Background: an optimization exercise with open tools, aiming at small area and a short achievable clock period. Do not read the settings as production practice.
Only simulation tests tie the RTL to the original design; equivalence was not proved.

[design/flow/design.v]
module md_unit #(
    parameter int MUL_LAT = 5,
    parameter int DIV_LAT = 10
) (
    input  logic        clk,
    input  logic        resetn,
    input  logic        start,
    input  logic        valid,
    input  logic [2:0]  op,
    input  logic [31:0] A,
    input  logic [31:0] B,
    output logic        busy,
    output logic [31:0] HI,
    output logic [31:0] LO
);
    logic        busy_q;
    logic [3:0]  cnt_q;
    logic        isdiv_q;    
    logic        sgn_q;      
    logic        first_q;    
    logic        ybit_q;     
    logic        negq_q;     
    logic        negr_q;     
    logic [31:0] hi_q, lo_q;
    logic [31:0] m_q;        
    logic [31:0] sh_q;       
    logic [34:0] acc_q;      
    logic fire, last;
    assign fire = start & valid & ~busy_q;
    assign last = busy_q & (cnt_q == 4'd0);
    function automatic logic [35:0] rca35(input logic [34:0] a, input logic [34:0] b,
                                          input logic ci);
        logic c;
        logic [35:0] o;
        c = ci;
        for (int j = 0; j < 35; j++) begin
            o[j] = a[j] ^ b[j] ^ c;
            c    = (a[j] & b[j]) | (c & (a[j] ^ b[j]));
        end
        o[35] = c;
        rca35 = o;
    endfunction
    logic [34:0] mx, mx2;
    assign mx  = {{3{sgn_q & m_q[31]}}, m_q};
    assign mx2 = {mx[33:0], 1'b0};
    function automatic logic [35:0] brow(input logic [34:0] acc, input logic [2:0] dig,
                                         input logic [34:0] x1, input logic [34:0] x2);
        logic one, two, neg;
        logic [34:0] pp;
        one = dig[0] ^ dig[1];
        two = (dig == 3'b011) | (dig == 3'b100);
        neg = dig[2] & ~(dig[1] & dig[0]);
        pp  = ((x1 & {35{one}}) | (x2 & {35{two}})) ^ {35{neg}};
        brow = rca35(acc, pp, neg);
    endfunction
    logic [34:0] macc [0:4];
    logic [31:0] msh  [0:4];
    logic        myb  [0:4];
    always_comb begin
        macc[0] = acc_q;
        msh[0]  = sh_q;
        myb[0]  = ybit_q;
        for (int k = 0; k < 4; k++) begin
            logic [35:0] s;
            s         = brow(macc[k], {msh[k][1:0], myb[k]}, mx, mx2);
            macc[k+1] = {{2{s[34]}}, s[34:2]};
            msh[k+1]  = {s[1:0], msh[k][31:2]};
            myb[k+1]  = msh[k][1];
        end
    end
    logic [35:0] mfix;
    assign mfix = rca35(acc_q, {3'd0, m_q & {32{~sgn_q & ybit_q}}}, 1'b0);
    logic        sa, sb;
    logic [31:0] absa;
    logic [32:0] dneg;       
    logic        dcin;
    assign sa   = sgn_q & sh_q[31];
    assign sb   = sgn_q & m_q[31];
    assign absa = (sh_q ^ {32{sa}}) + {31'd0, sa};
    assign dneg = {1'b1, m_q ^ {32{~sb}}};
    assign dcin = ~sb;
    logic bhi0, bhi1, dz, d1, d2, d3;
    assign bhi0 = (m_q[31:2] == 30'd0);
    assign bhi1 = sb & (m_q[31:2] == 30'h3FFF_FFFF);
    assign dz = bhi0 & (m_q[1:0] == 2'd0);
    assign d1 = (bhi0 & (m_q[1:0] == 2'd1)) | (bhi1 & (m_q[1:0] == 2'd3));
    assign d2 = (bhi0 & (m_q[1:0] == 2'd2)) | (bhi1 & (m_q[1:0] == 2'd2));
    assign d3 = (bhi0 & (m_q[1:0] == 2'd3)) | (bhi1 & (m_q[1:0] == 2'd1));
    logic       q31, q30;
    logic       r1;
    logic [1:0] rr2, r2;
    always_comb begin
        q31 = dz | (d1 & absa[31]);
        r1  = absa[31] & ~d1;
        rr2 = {r1, absa[30]};
        q30 = dz | (d1 & (rr2 >= 2'd1)) | (d2 & (rr2 >= 2'd2)) | (d3 & (rr2 == 2'd3));
        r2  = dz ? rr2 : d1 ? (rr2 - 2'd1) & {2{q30}} | rr2 & {2{~q30}} :
              d2 ? (q30 ? rr2 - 2'd2 : rr2) : d3 ? (q30 ? 2'd0 : rr2) : rr2;
    end
    logic [31:0] drem [0:3];
    logic [2:0]  dq;
    logic [2:0]  dbit;
    assign drem[0] = first_q ? {30'd0, r2} : acc_q[31:0];
    assign dbit    = first_q ? absa[29:27] : sh_q[31:29];
    always_comb begin
        for (int k = 0; k < 3; k++) begin
            logic [32:0] rr;
            logic [33:0] t;
            rr        = {drem[k], dbit[2-k]};
            t         = {1'b0, rr} + {1'b0, dneg} + {33'd0, dcin};
            dq[2-k]   = t[33];
            drem[k+1] = t[33] ? t[31:0] : rr[31:0];
        end
    end
    logic [31:0] quo;
    assign quo = {sh_q[28:0], dq};
    logic [31:0] res_hi, res_lo;
    always_comb begin
        if (isdiv_q) begin
            res_hi = (drem[3] ^ {32{negr_q}}) + {31'd0, negr_q};
            res_lo = (quo ^ {32{negq_q}}) + {31'd0, negq_q};
        end else begin
            res_hi = mfix[31:0];
            res_lo = sh_q;
        end
    end
    always_ff @(posedge clk or negedge resetn) begin
        if (!resetn) begin
            busy_q <= 1'b0;
            hi_q   <= '0;
            lo_q   <= '0;
        end else begin
            if (fire & ~op[2])
                busy_q <= 1'b1;
            else if (last)
                busy_q <= 1'b0;
            if (last) begin
                hi_q <= res_hi;
                lo_q <= res_lo;
            end else if (fire & (op == 3'd4)) begin
                hi_q <= A;
            end else if (fire & (op == 3'd5)) begin
                lo_q <= A;
            end
        end
    end
    always_ff @(posedge clk) begin
        if (!busy_q) begin
            cnt_q   <= op[1] ? 4'd9 : 4'd4;
            isdiv_q <= op[1];
            sgn_q   <= ~op[0];
            first_q <= 1'b1;
            m_q     <= B;
            sh_q    <= A;
            acc_q   <= '0;
            ybit_q  <= 1'b0;
        end else begin
            cnt_q   <= cnt_q - 4'd1;
            first_q <= 1'b0;
            if (first_q) begin
                negq_q <= (sa ^ sb) & ~dz;
                negr_q <= sa;
            end
            if (!isdiv_q) begin
                acc_q  <= macc[4];
                sh_q   <= msh[4];
                ybit_q <= myb[4];
            end else begin
                acc_q <= {3'd0, drem[3]};
                sh_q  <= first_q ? {absa[26:0], q31, q30, dq} : {sh_q[28:0], dq};
            end
        end
    end
    assign busy = busy_q;
    assign HI   = hi_q;
    assign LO   = lo_q;
endmodule
[design/flow/run.sh]
#!/bin/bash
# synth_recipe.tcl (not shown) runs the flow's synth.tcl, then flattens the netlist and writes it again
# the make line also repeats each setting of config.mk as NAME=value (left out here)
make -C /OpenROAD-flow-scripts/flow DESIGN_CONFIG=/design/flow/config.mk WORK_HOME=/design/flow/orfs CLKGATE_MAP_FILE= SYNTH_SCRIPT=/design/flow/synth_recipe.tcl finish
[design/flow/config.mk]
export PLATFORM = sky130hd
export DESIGN_NAME = md_unit
export DESIGN_NICKNAME = md_unit
export VERILOG_FILES = /design/flow/design.v
export SDC_FILE = /design/flow/constraint.sdc
export NUM_CORES = 4
export LEC_CHECK = 0
export CAP_MARGIN = 20
export CORE_MARGIN = 2
export CORE_UTILIZATION = 40
export SLEW_MARGIN = 20
[design/flow/constraint.sdc]
create_clock -name core_clock -period 110.0 [get_ports {clk}]
set_input_delay 22.0000 -clock core_clock [delete_from_list [all_inputs] [get_ports {clk}]]
set_output_delay 22.0000 -clock core_clock [all_outputs]
set_load 0.01 [all_outputs]
==> notes.md, run 1 <==
CTS Buffer Depth 2; Compound-Gate Fraction of Synth Area 24.41%; Slew Viols, Final 0; largest net degree at the start of global routing 170; I/O Buffers 135; Cell Rows 92; CP endpoint kind flip-flop; Hold Path Class reg -> reg; Die Wd 255.4 um; initial antenna violation count 3; mux contribution to synthesized area 6.043%; Synth Area in Adders 18.54%; effective utilization at floorplan 40.30%; met3 Use GR 3.889%; status complete, no violations; CP cell instances clkdlybuf4s50_1 > nor2_1 > nand4_1 > inv_1 > nand2_2 > mux2i_1 > nand2_1 > o31ai_1 > a21oi_1; RSZ-0062 raised after global routing false; total gr overflow 0; Setup Crit Path Kind in -> reg; routed vias/inst 6.127; drt wl/cell 25.06 um; Layout Cells excl Fill 3,887; grt met1 use 36.27%; Period minus WS final 23.79 ns; Mapped Nets 3,422; slew margin rel. 28.28%; total CTS buffers 17; Cell variety after synth 117; Max FO, Critical Path 39; Post-CTS Resized 0; # hold bufs at CTS 0; crit path from op[1]; DP Worst Slack 85.73 ns; postcts setup bufs 0; drt pass-1 iters 6; Tcrit/Tclk final 21.63%; commonest non-fill, non-tap cell in the layout xnor2_1; placed cell areas 27,040 sq um; TritonCTS clock tree built; largest family of logic cells by synthesized area compound AO/OA/AOI/OAI gates; Final Net Count 3,376; commonest non-fill, non-tap cells in the layout xnor2_1, nor2_1, a21oi_1, nand2_1, fa_1; Num Clock Sinks 172; CP peak stage delay 0.57 ns; CP Buf/Inv Count 2; die area 65,220 sq um; Crit Reg-Reg Endpoint hi_q[22]; Final Util 44.03%; Setup crit end hi_q[27]; CORE AREA 62,740 sq um; worst-margin pin slew 1.075 ns; Post-synth EDFFs 36; layout cell share with drive strength beyond 1 6.480%; first-pass GRT wire length 146,500 um; I/O pins 136; Syn Inst Count 3,073; Layout Skew 0.01802 ns; synth-to-layout area growth 9.275%; RR Startpoint sgn_q; setup_tns 0 ns; htree depth 4; worst path arrival time 24.10 ns; syn_area_per_cell 8.226 sq um; drt drc 0; drt total wl 97,400 um; Mapped Area 25,280 sq um; post-synthesis simple-gate area fraction 16.24%; worst skew pair latency 0.48 ns; total track usage 29.32%; fraction of registers with async set/reset 37.79%; detailed placement HPWL 75,830 um; main flop type after synthesis dfxtp_1; crit path launch type input pin; post-route ant nets 0; Worst path top cell family by delay simple AND/OR/NAND/NOR gates; layer with the highest usage met2; initial drt markers 2,272; post-synthesis sequential area ratio 16.33%; worst reg-to-reg setup slack 90.10 ns; number of global-route vias before repair 23,240; post-synthesis xor/xnor area fraction 12.68%; Die Ht 255.4 um; CP max-delay cell nand2_2; Vias 23,820; CTS root buf clkbuf_16; final instance area 27,620 sq um; Clock transition at path regs 0.07 ns; placed cells 3,854; Hold Vio Cnt, Final 0; number of cells on the critical path 9; WP data required 110.31 ns; worst hold slack 0.4782 ns; max frequency 42.03 MHz; GPL Wtd Cong 0.9624; FF+latch count, synth 172; Max-Cap Viols 0; met2 usage 49.35%; worst reg-to-reg path cell count 58; final setup vio count 0; worst setup margin 86.21 ns; yosys warns 5
## area by class of cell
type	instances	area (sq um)
fillers	6203	35110
multi-input cells	2538	19740
flip-flops and latches	172	4131
repair buffers	175	1659
well taps	846	1059
inverters	123	462.9
clock buffers	17	425.4
clock inverters	15	148.9
diodes	1	2.502
## cell usage after synthesis, types with 8 or more instances
| master | count | area, sq um |
|---|---|---|
| xnor2_1 | 300 | 2628 |
| nor2_1 | 268 | 1006 |
| a21oi_1 | 232 | 1161 |
| nand2_1 | 199 | 747.0 |
| clkbuf_1 | 173 | 649.4 |
| fa_1 | 161 | 3223 |
| o21ai_0 | 141 | 705.7 |
| a22oi_1 | 131 | 983.4 |
| inv_1 | 120 | 450.4 |
| ha_1 | 117 | 1464 |
| mux2i_1 | 82 | 820.8 |
| dfxtp_1 | 71 | 1421 |
| nor3_1 | 67 | 335.3 |
| dfrtp_1 | 65 | 1627 |
| xor2_1 | 64 | 560.5 |
| a211oi_1 | 61 | 457.9 |
| and2_1 | 55 | 344.1 |
| a21o_1 | 53 | 397.9 |
| mux2_2 | 49 | 551.8 |
| nand3_1 | 47 | 235.2 |
| buf_1 | 40 | 150.1 |
| edfxtp_1 | 36 | 1081 |
| a31oi_1 | 33 | 206.5 |
| o31ai_1 | 30 | 225.2 |
| nor2b_1 | 28 | 175.2 |
| nand4_1 | 27 | 168.9 |
| o211ai_1 | 24 | 180.2 |
| o21a_1 | 24 | 180.2 |
| and3_1 | 23 | 143.9 |
| nand2b_1 | 22 | 137.6 |
| o22ai_1 | 22 | 137.6 |
| o21bai_1 | 21 | 157.7 |
| nor4_1 | 20 | 125.1 |
| or2_2 | 17 | 106.4 |
| buf_2 | 15 | 75.07 |
| or3_1 | 15 | 93.84 |
| a211o_1 | 13 | 113.9 |
| a21boi_0 | 9 | 67.56 |
| a2111oi_0 | 8 | 70.07 |
| nor3b_1 | 8 | 60.06 |
## worst register-to-register path: cells and delay by family, from the launching register on
kind | cells | cell delay (ns)
buf+inv | 9 | 3.51
simple gates | 19 | 4.96
mux | 2 | 0.86
compound gates | 20 | 7.90
xor+xnor | 2 | 0.27
fa+ha+maj | 6 | 1.93
flops | 1 | 0.33
## worst min path at each step
stage                         from        to  slack [ns]  cells past startpoint
after detailed placement  cnt_q[0]  cnt_q[0]        0.46                      1
final                     lo_q[16]  lo_q[16]        0.48                      2
after global routing      lo_q[26]  lo_q[26]        0.51                      2
after CTS                 cnt_q[0]  cnt_q[0]        0.48                      1
after global placement    lo_q[16]  lo_q[16]        0.46                      2
after floorplan           cnt_q[0]  cnt_q[0]        0.44                      1
## flip-flops by register name (all words and copies together), names as in the netlist
signal   flops
negr_q       1
lo_q        32
ybit_q       1
sgn_q        1
m_q         32
isdiv_q      1
first_q      1
sh_q        32
hi_q        32
busy_q       1
acc_q       33
negq_q       1
cnt_q        4
## cell families after synthesis
group,count (synthesis)
compound gates,917
fa+ha+maj,278
mux,139
xor+xnor,365
flops,172
buf+inv,363
simple gates,839
## per-layer routing
| metal | routed length (um) | share of wire (%) | vias to the layer above |
|---|---|---|---|
| met5 | 0 | 0 | - |
| met4 | 5994 | 6.2 | 0 |
| met3 | 6210 | 6.4 | 225 |
| met2 | 46510 | 48 | 1019 |
| met1 | 38680 | 40 | 11660 |
| li1 | - | - | 10920 |
==> run 2, diff against run 1 <==
--- a/design/flow/design.v
+++ b/design/flow/design.v
@@ -41,4 +41,15 @@
         rca35 = o;
     endfunction
+    function automatic logic [31:0] cneg(input logic [31:0] x, input logic n);
+        logic c, v;
+        logic [31:0] o;
+        c = n;
+        for (int j = 0; j < 32; j++) begin
+            v    = x[j] ^ n;
+            o[j] = v ^ c;
+            c    = c & v;
+        end
+        cneg = o;
+    endfunction
     logic [34:0] mx, mx2;
     assign mx  = {{3{sgn_q & m_q[31]}}, m_q};
@@ -57,11 +68,19 @@
     logic [31:0] msh  [0:4];
     logic        myb  [0:4];
+    logic [35:0] mfix;
     always_comb begin
         macc[0] = acc_q;
         msh[0]  = sh_q;
         myb[0]  = ybit_q;
+        mfix    = '0;
         for (int k = 0; k < 4; k++) begin
             logic [35:0] s;
-            s         = brow(macc[k], {msh[k][1:0], myb[k]}, mx, mx2);
+            logic [2:0]  dig;
+            dig = {msh[k][1:0], myb[k]};
+            if (k == 0 && cnt_q == 4'd0)
+                dig = {2'b00, ~sgn_q & ybit_q};
+            s         = brow(macc[k], dig, mx, mx2);
+            if (k == 0)
+                mfix = s;
             macc[k+1] = {{2{s[34]}}, s[34:2]};
             msh[k+1]  = {s[1:0], msh[k][31:2]};
@@ -69,6 +88,4 @@
         end
     end
-    logic [35:0] mfix;
-    assign mfix = rca35(acc_q, {3'd0, m_q & {32{~sgn_q & ybit_q}}}, 1'b0);
     logic        sa, sb;
     logic [31:0] absa;
@@ -77,5 +94,5 @@
     assign sa   = sgn_q & sh_q[31];
     assign sb   = sgn_q & m_q[31];
-    assign absa = (sh_q ^ {32{sa}}) + {31'd0, sa};
+    assign absa = cneg(sh_q, sa);
     assign dneg = {1'b1, m_q ^ {32{~sb}}};
     assign dcin = ~sb;
@@ -118,6 +135,6 @@
     always_comb begin
         if (isdiv_q) begin
-            res_hi = (drem[3] ^ {32{negr_q}}) + {31'd0, negr_q};
-            res_lo = (quo ^ {32{negq_q}}) + {31'd0, negq_q};
+            res_hi = cneg(drem[3], negr_q);
+            res_lo = cneg(quo, negq_q);
         end else begin
             res_hi = mfix[31:0];
==> run 2 against run 1 <==
Net effect: still clean on timing, DRC and antenna; clock-buffer cell count up 3; sequential share of layout area up 2.1 points; worst hold slack worse by 0.0095 ns; synthesized cell count is 17% lower; final cell count fell by 16%; fmax shrank 0.97%; critical endpoint is now hi_q[31].
==> notes.md, run 2 <==
status complete, no violations; Tcrit/Tclk final 21.84%; CP endpoint kind flip-flop; CP max-delay cell nand2_1; worst path arrival time 24.33 ns; CP Buf/Inv Count 8; most flop-heavy register acc_q; max reg flops 33; Hold Vio Cnt, Final 0; largest area contributor in the netlist fa_1; yosys warns 5; drt drc 0; Worst path top cell family by delay adder cells; worst reg-to-reg setup slack 85.97 ns; Die Ht 237.7 um; fraction of registers with async set/reset 37.79%; commonest non-fill, non-tap cell in the layout xnor2_1; max frequency 41.62 MHz; layout cell share with drive strength beyond 1 4.879%; first-pass GRT wire length 115,800 um; DP Worst Slack 85.47 ns; Hold Path Class reg -> reg; Syn Inst Count 2,552; synth-to-layout area growth 10.83%; worst-margin pin slew 1.063 ns; drt total wl 76,270 um; Hold Path Stages 1; Vias 19,380; placed cells 3,226; post-route ant nets 0; drt wl/cell 23.41 um; Cell Rows 85; routed vias/inst 5.947; Final Net Count 2,954; largest net degree at the start of global routing 105; initial antenna violation count 0; crit path launch type flip-flop; CTS Buffer Depth 2; postcts setup bufs 0; WP data required 110.30 ns; FF+latch count, synth 172; fillers 5,284; Max FO, Critical Path 41; Mapped Nets 2,957; effective utilization at floorplan 40.51%; drt pass-1 iters 5; RR Startpoint sgn_q; Reg area 4130 sq um; Period minus WS final 24.03 ns; crit-path most repeated cell ha_1; Clock transition at path regs 0.07 ns; post-synthesis sequential area ratio 18.90%; initial drt markers 1,824; Layout Cells excl Fill 3,258; detailed placement HPWL 59,240 um; worst hold start cnt_q[0]; Max-Cap Viols 0; total gr overflow 0; htree depth 4; synth cell count leaders xnor2_1, nor2_1, nand2_1; Setup Crit Path Kind reg -> reg; crit path from sgn_q; top-area cell type share of the netlist area 12.37%; number of global-route vias before repair 19,260; final setup vio count 0; CP peak stage delay 0.65 ns; Layout Skew 0.01357 ns; TritonCTS clock tree built; total CTS buffers 17; area of the multi-input gates 16,540 sq um; diode count 0; CTS root buf clkbuf_16; die area 56,500 sq um; count leader, synth xnor2_1; ranking of synthesized cells by area fa_1, ha_1, xnor2_1, dfrtp_1, dfxtp_1; total track usage 26.76%; worst reg-to-reg path cell count 114; Post-synth EDFFs 36; GPL Wtd Cong 0.9889; worst skew pair latency 0.47 ns; # hold bufs at CTS 0; RSZ-0062 raised after global routing false; Slew Viols, Final 0; slew margin rel. 29.11%; CORE AREA 53,920 sq um; Worst Hold End cnt_q[0]; commonest non-fill, non-tap cells in the layout xnor2_1, nor2_1, nand2_1, ha_1, a21oi_1; Crit Reg-Reg Endpoint hi_q[31]; I/O pins 136; Final Util 44.90%; main flop type after synthesis dfxtp_1; syn_area_per_cell 8.560 sq um; I/O Buffers 135; Cell variety after synth 73; worst setup margin 85.97 ns; Die Wd 237.7 um; setup_tns 0 ns; Num Clock Sinks 172; Mapped Area 21,840 sq um; Post-CTS Resized 0
run 2: cell count changes after synthesis, sizes merged, moves of 25 or more:
| cell | previous run | this run |
|---|---|---|
| clkbuf | 174 | 149 |
| nor2 | 268 | 221 |
| buf | 66 | 39 |
| a21oi | 232 | 147 |
| xnor2 | 301 | 253 |
| ha | 117 | 199 |
| fa | 161 | 135 |
| xor2 | 64 | 97 |
| o31ai | 30 | 5 |
| nor3 | 69 | 22 |
| and2 | 56 | 15 |
| nand3 | 50 | 21 |
run 2: cell type report:
type                    count  area share (%)
clock buffers              20           1.891
clock inverters            12          0.5116
inverters                 131           2.041
multi-input cells        2061           68.33
flip-flops and latches    172           17.06
well taps                 696           3.597
repair buffers            166           6.574
run 2: worst max-delay path by stage:
stage	endpoint	slack [ns]	cells past startpoint
final	hi_q[31]	85.97	114
after global routing	hi_q[31]	84.61	114
after CTS	lo_q[0]	85.96	7
after detailed placement	lo_q[0]	85.47	7
after global placement	lo_q[23]	85.51	7
after floorplan	lo_q[30]	86.75	7
run 2: logic make-up after synthesis:
logic type,share of synthesized area (%)
buffers and inverters,5.642
muxes,5.458
xor gates and xnor gates,14.03
DFF,18.90
adders and majority gates,23.77
and+or+nand+nor,11.34
AOI/OAI and AO/OA,20.86
run 2: metrics by stage:
stage	instance area, sq um	hold slack, ns
after floorplan	21840	0.4359
after global placement	23600	0.4618
final	24210	0.4687
after global routing	24210	0.5068
after detailed placement	23620	0.4629
after CTS	24200	0.4734
run 2: layer usage:
metal / routed length, um / track usage, % / part of all wire (%)
met5: 0 / 0 / 0
met3: 5339 / 4.413 / 7.0
met4: 4490 / 14.54 / 5.9
met2: 34540 / 43.05 / 45
met1: 31900 / 34.33 / 42
==> run 3, diff against run 2 <==
--- a/design/flow/design.v
+++ b/design/flow/design.v
@@ -19,4 +19,5 @@
     logic        sgn_q;      
     logic        first_q;    
+    logic        last_q;     
     logic        ybit_q;     
     logic        negq_q;     
@@ -28,5 +29,5 @@
     logic fire, last;
     assign fire = start & valid & ~busy_q;
-    assign last = busy_q & (cnt_q == 4'd0);
+    assign last = busy_q & last_q;
     function automatic logic [35:0] rca35(input logic [34:0] a, input logic [34:0] b,
                                           input logic ci);
@@ -41,12 +42,33 @@
         rca35 = o;
     endfunction
+    function automatic logic [36:0] bk_carry(input logic [35:0] g_in, input logic [35:0] p_in,
+                                             input logic ci);
+        logic [35:0] g, p;
+        logic [36:0] c;
+        g = g_in; p = p_in;
+        g[0] = g[0] | (p[0] & ci);
+        for (int l = 0; l < 6; l++)
+            for (int j = 0; j < 36; j++)
+                if ((j % (2 << l)) == (2 << l) - 1) begin
+                    g[j] = g[j] | (p[j] & g[j - (1 << l)]);
+                    p[j] = p[j] & p[j - (1 << l)];
+                end
+        for (int l = 4; l >= 0; l--)
+            for (int j = 0; j < 36; j++)
+                if (j >= (3 << l) - 1 && ((j + 1) % (2 << l)) == (1 << l)) begin
+                    g[j] = g[j] | (p[j] & g[j - (1 << l)]);
+                    p[j] = p[j] & p[j - (1 << l)];
+                end
+        c[0] = ci;
+        for (int j = 0; j < 36; j++) c[j+1] = g[j];
+        bk_carry = c;
+    endfunction
     function automatic logic [31:0] cneg(input logic [31:0] x, input logic n);
-        logic c, v;
+        logic m;
         logic [31:0] o;
-        c = n;
+        m = 1'b0;
         for (int j = 0; j < 32; j++) begin
-            v    = x[j] ^ n;
-            o[j] = v ^ c;
-            c    = c & v;
+            o[j] = x[j] ^ m;
+            m    = m | (n & x[j]);
         end
         cneg = o;
@@ -78,5 +100,5 @@
             logic [2:0]  dig;
             dig = {msh[k][1:0], myb[k]};
-            if (k == 0 && cnt_q == 4'd0)
+            if (k == 0 && last_q)
                 dig = {2'b00, ~sgn_q & ybit_q};
             s         = brow(macc[k], dig, mx, mx2);
@@ -124,6 +146,8 @@
             logic [32:0] rr;
             logic [33:0] t;
+            logic [36:0] cy;
             rr        = {drem[k], dbit[2-k]};
-            t         = {1'b0, rr} + {1'b0, dneg} + {33'd0, dcin};
+            cy        = bk_carry({3'd0, rr & dneg}, {3'd0, rr ^ dneg}, dcin);
+            t         = {cy[33], rr ^ dneg ^ cy[32:0]};
             dq[2-k]   = t[33];
             drem[k+1] = t[33] ? t[31:0] : rr[31:0];
@@ -168,4 +192,5 @@
             sgn_q   <= ~op[0];
             first_q <= 1'b1;
+            last_q  <= 1'b0;
             m_q     <= B;
             sh_q    <= A;
@@ -175,4 +200,5 @@
             cnt_q   <= cnt_q - 4'd1;
             first_q <= 1'b0;
+            last_q  <= (cnt_q == 4'd1);
             if (first_q) begin
                 negq_q <= (sa ^ sb) & ~dz;
==> run 3 against run 2 <==
Net effect: final cell count is 0.61% higher; critical endpoint is now hi_q[27]; core utilization up 0.27 points; highest routed layer is now met5; first-iteration DRC count grew 18%; critical path depth shrank 106; non-clock buffer count up 13; global-route usage rose by 1.7 points; wire length increased by 6.6%; sequential share of layout area down 0.082 points; flip-flop and latch count is 1 higher.
==> notes.md, run 3 <==
Die Wd 238.5 um; Hold Path Class reg -> reg; Clock transition at path regs 0.08 ns; crit path launch type input pin; Period minus WS final 24.04 ns; fraction of registers with async set/reset 37.57%; commonest non-fill, non-tap cell in the layout nor2_1; effective utilization at floorplan 40.64%; die area 56,890 sq um; drt wl/cell 24.81 um; Mapped Nets 2,927; WP data required 110.36 ns; layout cell share with drive strength beyond 1 6.395%; CTS Buffer Depth 2; Num Clock Sinks 173; slew margin rel. 31.33%; worst path arrival time 24.41 ns; Vias 19,970; Mapped Area 22,000 sq um; Final Util 45.17%; worst-margin pin slew 1.001 ns; CORE AREA 54,130 sq um; drt total wl 81,320 um; I/O Buffers 135; detailed placement HPWL 63,090 um; I/O pins 136; most flop-heavy register acc_q; Worst path top cell family by delay simple AND/OR/NAND/NOR gates; htree depth 4; fillers 5,167; postcts setup bufs 0; top-area cell type share of the netlist area 16.38%; TritonCTS clock tree built; synth-to-layout area growth 11.15%; Layout Skew 0.01205 ns; initial antenna violation count 4; FF+latch count, synth 173; Syn Inst Count 2,572; Post-synth EDFFs 36; CTS root buf clkbuf_16; Max-Cap Viols 0; total CTS buffers 17; Cell Rows 85; max frequency 41.59 MHz; status complete, no violations; largest net degree at the start of global routing 72; CP peak stage delay 0.50 ns; Post-CTS Resized 0; count leader, synth nor2_1; # hold bufs at CTS 0; routed vias/inst 6.092; Final Net Count 2,922; CP max-delay cell nand2_1; syn_area_per_cell 8.554 sq um; CP endpoint kind flip-flop; Tcrit/Tclk final 21.86%; drt pass-1 iters 6; RSZ-0062 raised after global routing false; largest area contributor in the netlist fa_1; drt drc 0; CP cell instances clkdlybuf4s50_1 > nor2_1 > nand4_1 > inv_1 > nand2_1 > a211oi_1 > a31oi_1 > and3_1; main flop type after synthesis dfxtp_1; Hold Vio Cnt, Final 0; GPL Wtd Cong 0.9395; Die Ht 238.5 um; commonest non-fill, non-tap cells in the layout nor2_1, xnor2_1, a21oi_1, nand2_1, fa_1; total gr overflow 0; Cell variety after synth 93; Slew Viols, Final 0; worst skew pair latency 0.47 ns; initial drt markers 2,159; synth cell count leaders nor2_1, xnor2_1, a21oi_1; Setup Crit Path Kind in -> reg; first-pass GRT wire length 122,400 um; CP Buf/Inv Count 2; max reg flops 33; ranking of synthesized cells by area fa_1, xnor2_1, dfrtp_1, dfxtp_1, ha_1; final setup vio count 0; yosys warns 5; Max FO, Critical Path 22; post-synthesis sequential area ratio 18.86%; setup_tns 0 ns; number of global-route vias before repair 19,550; post-route ant nets 0; total track usage 28.46%
## run 3: cell type report
class	instances	area [sq um]	area share [%]
tap	696	870.8	3.561
clock buffer	17	425.4	1.740
sequential	173	4151	16.98
inverter	174	653.1	2.671
timing repair buffer	179	1684	6.887
antenna	2	5.005	0.02047
multi-input combinational	2022	16460	67.29
clock inverter	15	207.7	0.8494
## run 3: cell families (layout without fill, tap and decap cells)
| family | count (synthesis) | in the layout | share of synthesized area (%) |
|---|---|---|---|
| xor gates and xnor gates | 300 | 300 | 11.94 |
| and+or+nand+nor | 635 | 635 | 13.79 |
| other | 0 | 2 | 0 |
| buffers and inverters | 377 | 385 | 6.586 |
| adders and majority gates | 284 | 284 | 22.29 |
| DFF | 173 | 173 | 18.86 |
| muxes | 129 | 129 | 6.057 |
| AOI/OAI and AO/OA | 674 | 674 | 20.47 |
## run 3: stage by stage
stage | hold slack (ns) | instance area, sq um | cells | setup WS (ns)
after global routing | 0.4815 | 24450 | 3276 | 85.82
after detailed placement | 0.4432 | 23790 | 3243 | 85.55
final | 0.4564 | 24450 | 3278 | 85.96
after floorplan | 0.4200 | 22000 | 2572 | 86.34
after CTS | 0.4539 | 24420 | 3275 | 86.04
after global placement | 0.4330 | 23790 | 3243 | 85.64
## run 3: metal layers
| metal | track usage [%] | share of wire, % |
|---|---|---|
| met5 | 0 | 0.028 |
| met4 | 13.20 | 5.1 |
| met3 | 4.457 | 8.0 |
| met2 | 46.78 | 47 |
| met1 | 36.79 | 40 |
## run 3: worst register-to-register path, delay by kind of cell, from the launching register on
family | cells | cell delay [ns]
and+or+nand+nor | 5 | 0.53
AOI/OAI and AO/OA | 1 | 0.14
muxes | 2 | 0.43
buffers and inverters | 3 | 0.66
DFF | 1 | 0.40
adders and majority gates | 42 | 19.51
## run 3: path summary, 6_finish.rpt
path                           from   endpoint  slack, ns  cells after the start
max                           op[1]   hi_q[27]      85.96                      8
min                        cnt_q[3]     last_q       0.46                      1
max reg2reg                   sgn_q  acc_q[31]      88.29                     53
min reg2reg                cnt_q[3]     last_q       0.46                      1
max in group asynchronous    resetn     busy_q      87.61                      2
min in group asynchronous    resetn   lo_q[21]      21.73                      2
==> run 4, diff against run 3 <==
==> design/flow/flow/run.sh (new file) <==
#!/bin/bash
set -euo pipefail
echo 'export BUFFER_PORTS_ARGS = -buffer_cell sky130_fd_sc_hd__buf_2' >> config.mk
bash standard.sh > standard.log 2>&1
==> design/flow/standard.sh (new file) <==
#!/bin/bash
# synth_recipe.tcl (not shown) runs the flow's synth.tcl, then flattens the netlist and writes it again
# the make line also repeats each setting of config.mk as NAME=value (left out here)
make -C /OpenROAD-flow-scripts/flow DESIGN_CONFIG=/design/flow/config.mk WORK_HOME=/design/flow/orfs CLKGATE_MAP_FILE= SYNTH_SCRIPT=/design/flow/synth_recipe.tcl "${@:-finish}"
--- a/design/flow/config.mk
+++ b/design/flow/config.mk
@@ -10,2 +10,3 @@
 export CORE_UTILIZATION = 40
 export SLEW_MARGIN = 20
+export BUFFER_PORTS_ARGS = -buffer_cell sky130_fd_sc_hd__buf_2
removed: design/flow/run.sh
==> run 4 against run 3 <==
Net effect: non-clock buffer count is 3 lower; area after synthesis unchanged; die area did not move; fmax increased by 1.4%; register-to-register slack better by 0.18 ns; worst setup slack gained 0.33 ns; first-iteration DRC count decreased by 1.7%; final area shrank 2.9%; via count down 0.12%; critical path depth stayed put; final cell count fell by 0.12%; worst hold slack lost 0.0033 ns.
==> notes.md, run 4 <==
final setup vio count 0; commonest non-fill, non-tap cells in the layout nor2_1, xnor2_1, a21oi_1, nand2_1, fa_1; Hold Path Class reg -> reg; commonest non-fill, non-tap cell in the layout nor2_1; initial drt markers 2,123; largest net degree at the start of global routing 142; Die Wd 238.5 um; setup_tns 0 ns; fraction of registers with async set/reset 37.57%; count leader, synth nor2_1; worst hold start cnt_q[3]; total gr overflow 0; Setup crit end hi_q[26]; drt pass-1 iters 6; postcts setup bufs 0; I/O pins 136; Worst path top cell family by delay simple AND/OR/NAND/NOR gates; post-synthesis sequential area ratio 18.86%; Clock transition at path regs 0.07 ns; Post-CTS Resized 0; largest area contributor in the netlist fa_1; worst skew pair latency 0.48 ns; CTS Buffer Depth 2; fillers 5,353; Max-Cap Viols 0; RR Startpoint sgn_q; effective utilization at floorplan 40.64%; first-pass GRT wire length 120,900 um; slew margin rel. 22.55%; status complete, no violations; Syn Inst Count 2,572; main flop type after synthesis dfxtp_1; most flop-heavy register acc_q; CORE AREA 54,130 sq um; CP endpoint kind flip-flop; synth-to-layout area growth 7.945%; initial antenna violation count 2; yosys warns 5; placed cells 3,241; crit path launch type input pin; total track usage 28.20%; total CTS buffers 17; TritonCTS clock tree built; placed cell areas 23,140 sq um; Tcrit/Tclk final 21.56%; Setup Crit Path Kind in -> reg; drt total wl 80,590 um; FF+latch count, synth 173; Mapped Nets 2,927; max reg flops 33; routed vias/inst 6.093; CP max-delay cell nand2_1; drt drc 0; Cell variety after synth 93; max frequency 42.17 MHz; worst-margin pin slew 1.162 ns; Post-synth EDFFs 36; CTS root buf clkbuf_16; drt wl/cell 24.62 um; Period minus WS final 23.71 ns; synth cell count leaders nor2_1, xnor2_1, a21oi_1; htree depth 4; Hold Vio Cnt, Final 0; Crit Reg-Reg Endpoint acc_q[31]; # hold bufs at CTS 0; Num Clock Sinks 173; CP cell instances buf_2 > nor2_1 > nand4_1 > inv_1 > nand2_1 > a211oi_1 > a31oi_1 > and3_1; worst path arrival time 24.08 ns; GPL Wtd Cong 0.9367; number of cells on the critical path 8; RSZ-0062 raised after global routing false; Mapped Area 22,000 sq um; CP Buf/Inv Count 2; CP peak stage delay 0.49 ns; Cell Rows 85; top-area cell type share of the netlist area 16.38%; detailed placement HPWL 62,510 um; Vias 19,950; Layout Skew 0.01496 ns; number of global-route vias before repair 19,280; worst reg-to-reg path cell count 53; post-route ant nets 0; syn_area_per_cell 8.554 sq um; layout cell share with drive strength beyond 1 11.45%; crit path from op[1]; worst reg-to-reg setup slack 88.47 ns; Final Net Count 2,919; WP data required 110.37 ns; die area 56,890 sq um; Max FO, Critical Path 22; final instance area 23,750 sq um; Layout Cells excl Fill 3,274; Slew Viols, Final 0; Die Ht 238.5 um; I/O Buffers 135; ranking of synthesized cells by area fa_1, xnor2_1, dfrtp_1, dfxtp_1, ha_1
-- run 4: routing by layer --
metal,vias to the layer above,share of wire (%),global-route usage [%]
met2,917,47,46.49
met3,183,7.5,4.561
met5,-,0,0
met1,9881,40,36.67
met4,0,4.7,12.01
li1,8967,-,-
-- run 4: worst min path at each step --
stage                     cells past startpoint     end
after floorplan                               1  last_q
after global placement                        1  last_q
after detailed placement                      1  last_q
after CTS                                     1  last_q
after global routing                          1  last_q
final                                         1  last_q
-- run 4: cells by family (layout without fill, tap and decap cells) --
logic type	after synthesis	after routing	synth area share, %
AO/OA/AOI/OAI	674	674	20.47
AND/OR/NAND/NOR	635	635	13.79
buffers and inverters	377	382	6.586
XOR/XNOR	300	300	11.94
adder cells (fa/ha/maj)	284	284	22.29
flip-flops	173	173	18.86
multiplexers	129	129	6.057
other	0	1	0
-- run 4: through the flow --
stage          hold WS (ns)  setup slack [ns]  utilization (%)
2_1_floorplan        0.4200             86.34                -
3_3_place_gp         0.4297             85.95            42.69
3_5_place_dp         0.4382             85.86            42.74
4_1_cts              0.4513             86.36            43.85
5_1_grt              0.4701             86.21            43.86
6_report             0.4530             86.29            43.87
-- run 4: layout make-up --
class | instances | area, sq um | area share (%)
Tap cell | 696 | 870.8 | 3.667
Antenna cell | 1 | 2.502 | 0.01054
Inverter | 174 | 653.1 | 2.750
Timing Repair Buffer | 176 | 1016 | 4.278
Clock inverter | 11 | 127.6 | 0.5374
Sequential cell | 173 | 4151 | 17.48
Clock buffer | 21 | 470.5 | 1.981
Multi-Input combinational cell | 2022 | 16460 | 69.29
==> run 5, diff against run 4 <==
--- a/design/flow/config.mk
+++ b/design/flow/config.mk
@@ -6,4 +6,5 @@
 export NUM_CORES = 4
 export LEC_CHECK = 0
+export ABC_AREA = 1
 export CAP_MARGIN = 20
 export CORE_MARGIN = 2
==> run 5 against run 4 <==
Net effect: global-route usage increased by 0.35 points; still clean on timing, DRC and antenna; final cell count increased by 4.9%; core utilization grew 0.25 points; register-to-register slack got worse by 0.48 ns; synthesized cell count up 4.9%; flip-flop and latch count unchanged.
==> notes.md, run 5 <==
Slew Viols, Final 0; worst reg-to-reg path cell count 53; Vias 19,650; Setup Crit Path Kind in -> reg; Hold Path Stages 1; drt wl/cell 21.96 um; # hold bufs at CTS 0; most flop-heavy register acc_q; CP peak stage delay 0.84 ns; post-synthesis xor/xnor area fraction 10.04%; CTS Buffer Depth 2; number of global-route vias before repair 19,290; post-route ant nets 0; ranking of synthesized cells by area fa_1, xor2_1, nand2_1, dfrtp_1, dfxtp_1; slew margin rel. 25.96%; postcts setup bufs 0; synth cell count leaders nand2_1, inv_1, xor2_1; Die Ht 231.9 um; crit path launch type input pin; Cell Rows 83; Worst path top cell family by delay buffers and inverters; post-synthesis simple-gate area fraction 18.73%; top-area cell type share of the netlist area 17.35%; Synth Area in Adders 23.62%; syn_area_per_cell 7.700 sq um; largest net degree at the start of global routing 94; I/O Buffers 135; Final Net Count 3,096; initial antenna violation count 0; GPL Wtd Cong 0.9628; max reg flops 33; WP data required 110.37 ns; Hold Path Class reg -> reg; worst path arrival time 24.56 ns; Hold Vio Cnt, Final 0; yosys warns 5; I/O pins 136; main flop type after synthesis dfxtp_1; die area 53,750 sq um; drt drc 0; post-synthesis sequential area ratio 19.98%; mux contribution to synthesized area 0.1928%; number of cells on the critical path 9; Tcrit/Tclk final 22.00%; largest area contributor in the netlist fa_1; total track usage 28.54%; Layout Skew 0.01916 ns; Compound-Gate Fraction of Synth Area 18.49%; commonest non-fill, non-tap cells in the layout nand2_1, inv_1, xor2_1, nor2_1; final setup vio count 0; largest family of logic cells by synthesized area adder cells; count leader, synth nand2_1; Mapped Area 20,770 sq um; Period minus WS final 24.20 ns; CTS root buf clkbuf_16; Num Clock Sinks 173; worst skew pair latency 0.51 ns; CP cell instances buf_2 > nand3_1 > nor3b_1 > nand2_1 > o21ai_1 > buf_4 > clkinv_1 > nor2_1 > a31oi_1; first-pass GRT wire length 116,300 um; TritonCTS clock tree built; drt total wl 75,390 um; detailed placement HPWL 57,590 um; fraction of registers with async set/reset 37.57%; Syn Inst Count 2,697; synth-to-layout area growth 9.002%; total CTS buffers 17; routed vias/inst 5.721; Post-CTS Resized 0; CP Buf/Inv Count 3; CP endpoint kind flip-flop; drt pass-1 iters 6; Max-Cap Viols 0; RSZ-0062 raised after global routing false; total gr overflow 0; Die Wd 231.9 um; Cell variety after synth 62; diode count 0; setup_tns 0 ns; worst-margin pin slew 1.101 ns; Clock transition at path regs 0.07 ns; fillers 5,198; Mapped Nets 3,052; htree depth 4; max frequency 41.32 MHz; layout cell share with drive strength beyond 1 11.87%; FF+latch count, synth 173; status complete, no violations; effective utilization at floorplan 40.48%; Post-synth EDFFs 36; CORE AREA 51,300 sq um; commonest non-fill, non-tap cell in the layout nand2_1; Max FO, Critical Path 39; CP max-delay cell clkinv_1; initial drt markers 1,832
[run 5: worst paths after layout]
check / start / to / slack [ns]
max in group asynchronous: resetn / busy_q / 87.69
hold reg to reg: cnt_q[3] / last_q / 0.45
setup / recovery: start / lo_q[9] / 85.80
setup reg to reg: sgn_q / acc_q[31] / 87.99
min in group asynchronous: resetn / lo_q[10] / 21.68
hold / removal: cnt_q[3] / last_q / 0.45
[run 5: area by class of cell]
cell class	instances	area [sq um]	area share, %
sequential	173	4151	18.34
clock buffer	19	454.2	2.007
multi-input combinational	2037	14790	65.36
tap	680	850.8	3.759
timing repair buffer	173	960.9	4.245
inverter	339	1279	5.649
clock inverter	13	145.1	0.6412
[run 5: metal layers]
layer | vias up | share of wire (%) | GRT usage [%]
met5 | - | 0 | 0
met4 | 0 | 4.2 | 12.76
met3 | 153 | 8.3 | 5.452
met2 | 862 | 46 | 45.33
met1 | 9573 | 42 | 37.67
li1 | 9059 | - | -
[run 5: metrics by stage]
step | hold slack (ns) | setup slack [ns] | util, % | cell area, sq um | cells
6_report | 0.4483 | 85.80 | 44.12 | 22640 | 3434
5_1_grt | 0.4738 | 85.45 | 44.12 | 22640 | 3434
4_1_cts | 0.4468 | 86.23 | 44.12 | 22640 | 3434
3_5_place_dp | 0.4361 | 85.69 | 42.95 | 22040 | 3402
3_3_place_gp | 0.4300 | 85.78 | 42.95 | 22030 | 3402
2_1_floorplan | 0.4094 | 86.60 | - | 20770 | 2697
[run 5: logic make-up (layout without fill, tap and decap cells)]
group                      Yosys count  after routing
adders and majority gates          284            284
DFF                                173            173
and+or+nand+nor                    855            855
AOI/OAI and AO/OA                  656            656
xor gates and xnor gates           238            238
buffers and inverters              487            544
muxes                                4              4
==> run 6, diff against run 5 <==
--- a/design/flow/design.v
+++ b/design/flow/design.v
@@ -23,4 +23,5 @@
     logic        negq_q;     
     logic        negr_q;     
+    logic        sb_q;       
     logic [31:0] hi_q, lo_q;
     logic [31:0] m_q;        
@@ -75,5 +76,5 @@
     endfunction
     logic [34:0] mx, mx2;
-    assign mx  = {{3{sgn_q & m_q[31]}}, m_q};
+    assign mx  = {{3{sb_q}}, m_q};
     assign mx2 = {mx[33:0], 1'b0};
     function automatic logic [35:0] brow(input logic [34:0] acc, input logic [2:0] dig,
@@ -115,15 +116,14 @@
     logic        dcin;
     assign sa   = sgn_q & sh_q[31];
-    assign sb   = sgn_q & m_q[31];
+    assign sb   = sb_q;
     assign absa = cneg(sh_q, sa);
-    assign dneg = {1'b1, m_q ^ {32{~sb}}};
+    assign dneg = {1'b1, m_q};
     assign dcin = ~sb;
-    logic bhi0, bhi1, dz, d1, d2, d3;
-    assign bhi0 = (m_q[31:2] == 30'd0);
-    assign bhi1 = sb & (m_q[31:2] == 30'h3FFF_FFFF);
-    assign dz = bhi0 & (m_q[1:0] == 2'd0);
-    assign d1 = (bhi0 & (m_q[1:0] == 2'd1)) | (bhi1 & (m_q[1:0] == 2'd3));
-    assign d2 = (bhi0 & (m_q[1:0] == 2'd2)) | (bhi1 & (m_q[1:0] == 2'd2));
-    assign d3 = (bhi0 & (m_q[1:0] == 2'd3)) | (bhi1 & (m_q[1:0] == 2'd1));
+    logic top1, dz, d1, d2, d3;
+    assign top1 = &m_q[31:2];
+    assign dz = top1 & ~sb & (m_q[1:0] == 2'd3);
+    assign d1 = top1 & (m_q[1:0] == (sb ? 2'd3 : 2'd2));
+    assign d2 = top1 & (m_q[1:0] == (sb ? 2'd2 : 2'd1));
+    assign d3 = top1 & (m_q[1:0] == (sb ? 2'd1 : 2'd0));
     logic       q31, q30;
     logic       r1;
@@ -140,5 +140,5 @@
     logic [2:0]  dq;
     logic [2:0]  dbit;
-    assign drem[0] = first_q ? {30'd0, r2} : acc_q[31:0];
+    assign drem[0] = acc_q[31:0] | {30'd0, r2 & {2{first_q}}};
     assign dbit    = first_q ? absa[29:27] : sh_q[31:29];
     always_comb begin
@@ -193,5 +193,6 @@
             first_q <= 1'b1;
             last_q  <= 1'b0;
-            m_q     <= B;
+            m_q     <= B ^ {32{op[1] & ~(~op[0] & B[31])}};
+            sb_q    <= ~op[0] & B[31];
             sh_q    <= A;
             acc_q   <= '0;
--- a/design/flow/config.mk
+++ b/design/flow/config.mk
@@ -7,7 +7,7 @@
 export LEC_CHECK = 0
 export ABC_AREA = 1
-export CAP_MARGIN = 20
+export CAP_MARGIN = 85
 export CORE_MARGIN = 2
 export CORE_UTILIZATION = 40
-export SLEW_MARGIN = 20
+export SLEW_MARGIN = 85
 export BUFFER_PORTS_ARGS = -buffer_cell sky130_fd_sc_hd__buf_2
==> run 6 against run 5 <==
Net effect: still clean; final area is 19% higher; clock skew fell by 0.0044 ns; critical path depth up 7; final cell count rose by 3.1%; wire length is 3.0% higher; via count is 3.2% higher; die area decreased by 2.1%; non-clock buffer count is 222 higher; sequential share of layout area fell by 2.6 points; clock-buffer cell count down 2; critical endpoint is now hi_q[31].
==> notes.md, run 6 <==
status complete, no violations; Layout Cells excl Fill 3,539; worst setup margin 86.34 ns; Layout Skew 0.01478 ns; Reg area 4239 sq um; setup_tns 0 ns; GPL Wtd Cong 0.9369; Setup Crit Path Kind in -> reg; CP peak stage delay 0.25 ns; commonest non-fill, non-tap cells in the layout nand2_1, inv_1, fa_1, buf_2, a21oi_1; Synth Area in Adders 24.42%; mux contribution to synthesized area 0.1969%; WP data required 110.47 ns; first-pass GRT wire length 119,900 um; FF+latch count, synth 174; worst path arrival time 24.13 ns; layout cell share with drive strength beyond 1 29.24%; final instance area 26,970 sq um; count leader, synth nand2_1; CORE AREA 50,170 sq um; Final Util 53.75%; crit-path most repeated cell buf_1; placed cells 3,483; drt drc 0; largest family of logic cells by synthesized area adder cells; placed cell areas 25,170 sq um; Post-CTS Resized 0; CP cell instances buf_2 > nand3_4 > inv_1 > nand4_1 > clkdlybuf4s15_2 > buf_1 > buf_1 > buf_1 > buf_1 > nand2_4 > buf_4 > inv_6 > nand2_1 > o21ai_1 > inv_1 > nand2_1; Vias 20,270; Mapped Area 20,330 sq um; worst hold slack 0.4155 ns; CTS root buf clkbuf_16; effective utilization at floorplan 40.52%; Max-Cap Viols 0; I/O pins 136; Hold Path Class reg -> reg; max reg flops 33; post-synthesis sequential area ratio 20.56%; I/O Buffers 135; Final Net Count 3,211; Worst path top cell family by delay buffers and inverters; largest net degree at the start of global routing 34; CP Buf/Inv Count 10; max frequency 42.27 MHz; synth-to-layout area growth 32.65%; fillers 4,523; fraction of registers with async set/reset 37.36%; post-synthesis xor/xnor area fraction 10.68%; drt pass-1 iters 5; crit path launch type input pin; post-synthesis simple-gate area fraction 16.66%; largest area contributor in the netlist fa_1; routed vias/inst 5.728; final setup vio count 0; Mapped Nets 2,931; CTS Buffer Depth 2; Num Clock Sinks 174; Die Wd 229.4 um; RSZ-0062 raised after global routing false; total CTS buffers 17; die area 52,640 sq um; Cell Rows 82; Tcrit/Tclk final 21.51%; Compound-Gate Fraction of Synth Area 19.04%; total track usage 29.61%; Hold Vio Cnt, Final 0; number of global-route vias before repair 20,400; yosys warns 5; worst-margin pin slew 0.2748 ns; detailed placement HPWL 62,150 um; ranking of synthesized cells by area fa_1, dfrtp_1, xor2_1, nand2_1, dfxtp_1; commonest non-fill, non-tap cell in the layout nand2_1; postcts setup bufs 0; CP max-delay cell clkdlybuf4s15_2; worst skew pair latency 0.53 ns; top-area cell type share of the netlist area 18.02%; Cell variety after synth 56; TritonCTS clock tree built; post-route ant nets 0; Post-synth EDFFs 37; initial antenna violation count 0; # hold bufs at CTS 0; htree depth 4; Die Ht 229.4 um; CP endpoint kind flip-flop; drt wl/cell 21.94 um; Period minus WS final 23.66 ns; slew margin rel. 81.68%; syn_area_per_cell 7.901 sq um; Slew Viols, Final 0; area of the multi-input gates 16,770 sq um; most flop-heavy register acc_q; drt total wl 77,630 um; Syn Inst Count 2,573; Max FO, Critical Path 24; DP Worst Slack 85.76 ns; Clock transition at path regs 0.09 ns; synth cell count leaders nand2_1, inv_1, o21ai_0; total gr overflow 0; initial drt markers 1,872; main flop type after synthesis dfxtp_1
## run 6: cell count changes after synthesis, sizes merged, moves of 8 or more
cell | previous run | this run
nand2 | 458 | 400
xnor2 | 13 | 71
xor2 | 225 | 176
nor2 | 207 | 171
o21ai | 198 | 220
clkinv | 30 | 15
a21oi | 173 | 187
clkbuf | 119 | 106
nor4 | 16 | 3
o211ai | 38 | 49
a31oi | 47 | 38
a21o | 17 | 9
nand3 | 85 | 77
## run 6: final timing paths
kind	from	depth (start not counted)	slack, ns	endpoint
setup / recovery	start	16	86.34	hi_q[31]
hold / removal	cnt_q[3]	1	0.42	last_q
setup reg to reg	sgn_q	55	88.29	acc_q[31]
hold reg to reg	cnt_q[3]	1	0.42	last_q
max in group asynchronous	resetn	5	87.90	hi_q[26]
min in group asynchronous	resetn	2	21.37	hi_q[9]
## run 6: final cells by class
cell class / count / share of cell area [%]
Clock inverter: 15 / 0.7099
Multi-Input combinational cell: 1948 / 62.20
Sequential cell: 174 / 15.72
Timing Repair Buffer: 395 / 11.86
Tap cell: 672 / 3.118
Inverter: 317 / 4.811
Antenna cell: 1 / 0.009279
Clock buffer: 17 / 1.578
## run 6: layer usage
layer / track usage [%] / vias up / wire length, um
li1: - / 9156 / -
met1: 37.94 / 9975 / 31050
met2: 48.20 / 957 / 36490
met3: 5.428 / 183 / 5996
met4: 14.16 / 0 / 4090
met5: 0 / - / 0
## run 6: kinds of logic (layout without fill, tap and decap cells)
kind of cell,count (synthesis),in the layout
AND/OR/NAND/NOR,735,735
flip-flops,174,174
XOR/XNOR,247,247
buffers and inverters,451,744
AO/OA/AOI/OAI,675,675
multiplexers,4,4
adder cells (fa/ha/maj),287,287
other,0,1
## run 6: worst reg2reg max path, delay by kind of cell (launching register included)
kind	cells	cell delay [ns]
AO/OA/AOI/OAI	3	0.39
buffers and inverters	7	0.98
flip-flops	1	0.44
AND/OR/NAND/NOR	2	0.36
adder cells (fa/ha/maj)	43	19.49
==> run 7, diff against run 6 <==
--- a/design/flow/config.mk
+++ b/design/flow/config.mk
@@ -7,7 +7,7 @@
 export LEC_CHECK = 0
 export ABC_AREA = 1
-export CAP_MARGIN = 85
+export CAP_MARGIN = 40
 export CORE_MARGIN = 2
 export CORE_UTILIZATION = 40
-export SLEW_MARGIN = 85
+export SLEW_MARGIN = 40
 export BUFFER_PORTS_ARGS = -buffer_cell sky130_fd_sc_hd__buf_2
==> run 7 against run 6 <==
Net effect: critical path depth fell by 5; critical endpoint unchanged; sequential share of layout area is 3.1 points higher; worst hold slack gained 0.018 ns; flip-flop and latch count is the same; largest cell class unchanged.
==> notes.md, run 7 <==
worst skew pair latency 0.51 ns; total track usage 28.39%; Clock transition at path regs 0.09 ns; top-area cell type share of the netlist area 18.02%; Layout Cells excl Fill 3,313; drt total wl 73,170 um; met2 wire length 33,640 um; Cell variety after synth 56; Reg area 4180 sq um; most flop-heavy register acc_q; max reg flops 33; ranking of synthesized cells by area fa_1, dfrtp_1, xor2_1, nand2_1, dfxtp_1; status complete, no violations; CORE AREA 50,170 sq um; final setup vio count 0; Setup Crit Path Kind in -> reg; first-pass GRT wire length 114,000 um; initial antenna violation count 1; synth-to-layout area growth 9.435%; worst path arrival time 24.39 ns; FF+latch count, synth 174; Cell Rows 82; CTS Buffer Depth 2; Period minus WS final 23.99 ns; I/O Buffers 135; die area 52,640 sq um; GPL Wtd Cong 0.9369; WP data required 110.39 ns; placed cell areas 21,640 sq um; drt drc 0; slew margin rel. 33.46%; Hold Vio Cnt, Final 0; Syn Inst Count 2,573; met3 WL 4848 um; max frequency 41.68 MHz; Post-synth EDFFs 37; Post-CTS Resized 0; syn_area_per_cell 7.901 sq um; crit path launch type input pin; synth cell count leaders nand2_1, inv_1, o21ai_0; commonest non-fill, non-tap cells in the layout nand2_1, inv_1, o21ai_0, a21oi_1, fa_1; Slew Viols, Final 0; RSZ-0062 raised after global routing false; Mapped Area 20,330 sq um; fraction of registers with async set/reset 37.36%; Max-Cap Viols 0; Max FO, Critical Path 24; CTS root buf clkbuf_16; Layout Skew 0.01936 ns; total gr overflow 0; worst hold slack 0.4338 ns; main flop type after synthesis dfxtp_1; drt pass-1 iters 6; total CTS buffers 17; Final Util 44.34%; TritonCTS clock tree built; layout cell share with drive strength beyond 1 11.32%; detailed placement HPWL 55,640 um; drt wl/cell 22.09 um; uppermost routed layer met5; DP Worst Slack 85.52 ns; count leader, synth nand2_1; # hold bufs at CTS 0; CP endpoint kind flip-flop; diode count 0; I/O pins 136; worst setup margin 86.01 ns; routed vias/inst 5.720; area of the multi-input gates 14,480 sq um; Post-Route M1 WL 31,300 um; initial drt markers 1,832; Final Net Count 2,986; Die Ht 229.4 um; Hold Path Class reg -> reg; Die Wd 229.4 um; effective utilization at floorplan 40.52%; Vias 18,950; yosys warns 5; Mapped Nets 2,931; worst-margin pin slew 0.9876 ns; Tcrit/Tclk final 21.81%; number of global-route vias before repair 19,070; placed cells 3,281; largest net degree at the start of global routing 79; htree depth 4; postcts setup bufs 0; largest area contributor in the netlist fa_1; setup_tns 0 ns; final instance area 22,250 sq um; fillers 5,013; post-synthesis sequential area ratio 20.56%; post-route ant nets 0; commonest non-fill, non-tap cell in the layout nand2_1; Num Clock Sinks 174
-- run 7: cell counts after synthesis --
No cell type changed its count.
-- run 7: logic make-up (layout without fill, tap and decap cells) --
kind of cell	after synthesis	count (layout)	synth area share, %
adder cells (fa/ha/maj)	287	287	24.42
buffers and inverters	451	519	8.444
AO/OA/AOI/OAI	675	675	19.04
XOR/XNOR	247	247	10.68
AND/OR/NAND/NOR	735	735	16.66
multiplexers	4	4	0.1970
flip-flops	174	174	20.56
-- run 7: final cells by class --
cell class / instances / share of cell area, %
Clock inverter: 15 / 0.7592
Sequential cell: 174 / 18.79
Multi-Input combinational cell: 1948 / 65.08
Clock buffer: 17 / 1.912
Inverter: 317 / 5.371
Tap cell: 672 / 3.779
Timing Repair Buffer: 170 / 4.308
-- run 7: critical path, cell delays in order --
cell     delay (ns)
buf_2          0.12
inv_1          0.12
nand4_1        0.38
buf_4          0.35
nand2_1        0.38
buf_4          0.32
inv_1          0.37
nand2_1        0.15
o21ai_0        0.09
inv_1          0.06
nand2_1        0.05
-- run 7: per-layer routing --
layer	global-route usage, %	vias up
met5	0	-
met3	4.171	153
met2	46.02	757
li1	-	8721
met4	13.45	2
met1	37.24	9317
-- run 7: worst paths after layout --
path                          start        end  slack [ns]  cells after the start
max                           op[1]   hi_q[31]       86.01                     11
min                        cnt_q[3]     last_q        0.43                      1
max reg2reg                 sh_q[0]  acc_q[31]       87.65                     54
min reg2reg                cnt_q[3]     last_q        0.43                      1
max in group asynchronous    resetn    lo_q[1]       87.99                      2
min in group asynchronous    resetn    lo_q[5]       21.57                      2
==> run 8, diff against run 7 <==
--- a/design/flow/config.mk
+++ b/design/flow/config.mk
@@ -7,7 +7,7 @@
 export LEC_CHECK = 0
 export ABC_AREA = 1
-export CAP_MARGIN = 40
+export CAP_MARGIN = 72
 export CORE_MARGIN = 2
 export CORE_UTILIZATION = 40
-export SLEW_MARGIN = 40
+export SLEW_MARGIN = 72
 export BUFFER_PORTS_ARGS = -buffer_cell sky130_fd_sc_hd__buf_2
==> run 8 against run 7 <==
Net effect: final area up 2.7%; critical path depth up 1; global-route usage down 0.061 points.
==> notes.md, run 8 <==
status complete, no violations; CTS root buf clkbuf_16; most flop-heavy register acc_q; diode count 0; Mapped Nets 2,931; worst hold start cnt_q[3]; crit path launch type input pin; Mapped Area 20,330 sq um; commonest non-fill, non-tap cell in the layout nand2_1; Max FO, Critical Path 24; total track usage 28.33%; CP cell instances buf_2 > inv_1 > nand4_1 > buf_4 > buf_2 > nand2_2 > buf_4 > inv_4 > nand2_1 > o21ai_0 > inv_1 > nand2_1; worst path arrival time 23.75 ns; Layout Skew 0.01517 ns; ranking of synthesized cells by area fa_1, dfrtp_1, xor2_1, nand2_1, dfxtp_1; effective utilization at floorplan 40.52%; syn_area_per_cell 7.901 sq um; final setup vio count 0; slew margin rel. 70.88%; CP endpoint kind flip-flop; synth-to-layout area growth 12.41%; Worst Hold End last_q; main flop type after synthesis dfxtp_1; largest net degree at the start of global routing 47; Syn Inst Count 2,573; WP data required 110.41 ns; worst skew pair latency 0.52 ns; worst setup margin 86.66 ns; Hold Path Class reg -> reg; Period minus WS final 23.34 ns; Tcrit/Tclk final 21.22%; CP peak stage delay 0.30 ns; count leader, synth nand2_1; Die Ht 229.4 um; worst hold slack 0.4225 ns; TritonCTS clock tree built; synth cell count leaders nand2_1, inv_1, o21ai_0; post-synthesis sequential area ratio 20.56%; worst reg-to-reg path cell count 54; detailed placement HPWL 55,930 um; CORE AREA 50,170 sq um; FF+latch count, synth 174; Vias 18,990; Hold Vio Cnt, Final 0; post-route ant nets 0; Slew Viols, Final 0; CP max-delay cell buf_4; Worst path top cell family by delay buffers and inverters; drt total wl 73,170 um; RR Startpoint sh_q[0]; CP Buf/Inv Count 7; postcts setup bufs 0; first-pass GRT wire length 113,900 um; htree depth 4; drt wl/cell 21.86 um; top-area cell type share of the netlist area 18.02%; worst reg-to-reg setup slack 87.87 ns; total CTS buffers 17; layout cell share with drive strength beyond 1 13.94%; max reg flops 33; Die Wd 229.4 um; CTS Buffer Depth 2; Post-synth EDFFs 37; commonest non-fill, non-tap cells in the layout nand2_1, inv_1, a21oi_1, fa_1, xor2_1; GPL Wtd Cong 0.9369; setup_tns 0 ns; largest area contributor in the netlist fa_1; Setup Crit Path Kind in -> reg; initial drt markers 1,773; placed cells 3,304; Crit Reg-Reg Endpoint acc_q[31]; RSZ-0062 raised after global routing false; yosys warns 5; Cell variety after synth 56; Hold Path Stages 1; routed vias/inst 5.673; Cell Rows 82; max frequency 42.85 MHz; I/O pins 136; worst-margin pin slew 0.4339 ns; drt drc 0; Max-Cap Viols 0; die area 52,640 sq um; number of global-route vias before repair 19,040; Clock transition at path regs 0.09 ns; Final Net Count 3,020; total gr overflow 0; fraction of registers with async set/reset 37.36%; Layout Cells excl Fill 3,347; DP Worst Slack 86.13 ns; I/O Buffers 135; drt pass-1 iters 6; Post-CTS Resized 0; initial antenna violation count 1; Num Clock Sinks 174; # hold bufs at CTS 0
## run 8: cell types whose count changed in the layout (fill, tap and decap cells not counted), moves of 9 or more
| cell | previous run | this run |
|---|---|---|
| o21ai_0 | 211 | 160 |
| o21ai_1 | 9 | 39 |
| buf_2 | 135 | 155 |
| o21ai_2 | 0 | 20 |
| buf_4 | 32 | 16 |
| buf_6 | 2 | 11 |
## run 8: worst max path at each step
stage | startpoint | endpoint | slack [ns] | cells past startpoint
2_1_floorplan | start | hi_q[29] | 86.85 | 8
3_3_place_gp | start | hi_q[31] | 85.05 | 11
3_5_place_dp | op[1] | hi_q[31] | 86.13 | 12
4_1_cts | op[1] | hi_q[31] | 86.69 | 12
5_1_grt | op[1] | hi_q[31] | 86.58 | 12
6_report | op[1] | hi_q[31] | 86.66 | 12
## run 8: logic make-up (layout without fill, tap and decap cells)
logic type | count (synthesis) | after routing | share of synthesized area (%)
AO/OA/AOI/OAI | 675 | 675 | 19.04
buffers and inverters | 451 | 553 | 8.444
multiplexers | 4 | 4 | 0.1970
AND/OR/NAND/NOR | 735 | 735 | 16.66
adder cells (fa/ha/maj) | 287 | 287 | 24.42
XOR/XNOR | 247 | 247 | 10.68
flip-flops | 174 | 174 | 20.56
## run 8: final cells by class
class                      instances  area (sq um)
clock buffer                      17         425.4
multi-input combinational       1948         14640
tap                              672         840.8
inverter                         317          1230
fill                            5005         27320
sequential                       174          4184
timing repair buffer             204          1344
clock inverter                    15         191.4
## run 8: per-layer routing
metal	GRT usage (%)	part of all wire [%]	wire, um	up-vias
met4	13.76	4.9	3565	2
met3	4.943	7.1	5161	169
met1	36.72	42	30850	9227
li1	-	-	-	8815
met5	0	0.018	13	-
met2	45.69	46	33570	774
## run 8: worst reg2reg max path: cells and delay by family (launching register included)
family	cells	cell delay, ns
adder cells (fa/ha/maj)	42	19.48
AND/OR/NAND/NOR	3	0.66
flip-flops	1	0.54
buffers and inverters	5	0.80
AO/OA/AOI/OAI	3	0.41
XOR/XNOR	1	0.17
## run 8: metrics by stage
stage	cell area [sq um]	utilization, %
finish	22850	45.55
global route	22850	45.55
CTS	22700	45.25
detailed placement	22090	44.02
global placement	21610	43.06
floorplan	20330	-

## afterwards: timing with drivers on the ports
The flow's constraints put no driver on any port. The routed layouts listed below were extracted and timed again, unchanged, in two steps. Step 1 sets driving cells, clkbuf_16 on the clock port and buf_2 on the other inputs (assumed; they add their load-dependent delay and slew). Step 2 times the ports against the registers' clock, not the clock port: input delays grow and output delays shrink by t, the midpoint of the rising clock arrivals with the driver on. Three values: ideal, step 1, step 2; two values: the first two.
| run | t, ns | setup slack, ns | pins driven straight from the clock port |
|---|---|---|---|
| run 1 | 0.536 | 86.206 / 86.246 / 85.710 | 1 |
| run 2 | 0.520 | 85.973 / 85.973 / 85.487 | 1 |
| run 3 | 0.523 | 85.956 / 85.992 / 85.469 | 1 |
| run 4 | 0.526 | 86.288 / 86.322 / 85.796 | 1 |
| run 5 | 0.569 | 85.801 / 85.839 / 85.270 | 1 |
| run 6 | 0.581 | 86.340 / 86.380 / 85.799 | 1 |
| run 7 | 0.562 | 86.007 / 86.047 / 85.485 | 1 |
| run 8 | 0.571 | 86.663 / 86.687 / 86.132 | 1 |
After both steps setup and hold are still met in every run listed. For run 6, which loses most, drivers alone change the setup slack by +0.040 ns; drivers and shift together by -0.541 ns.
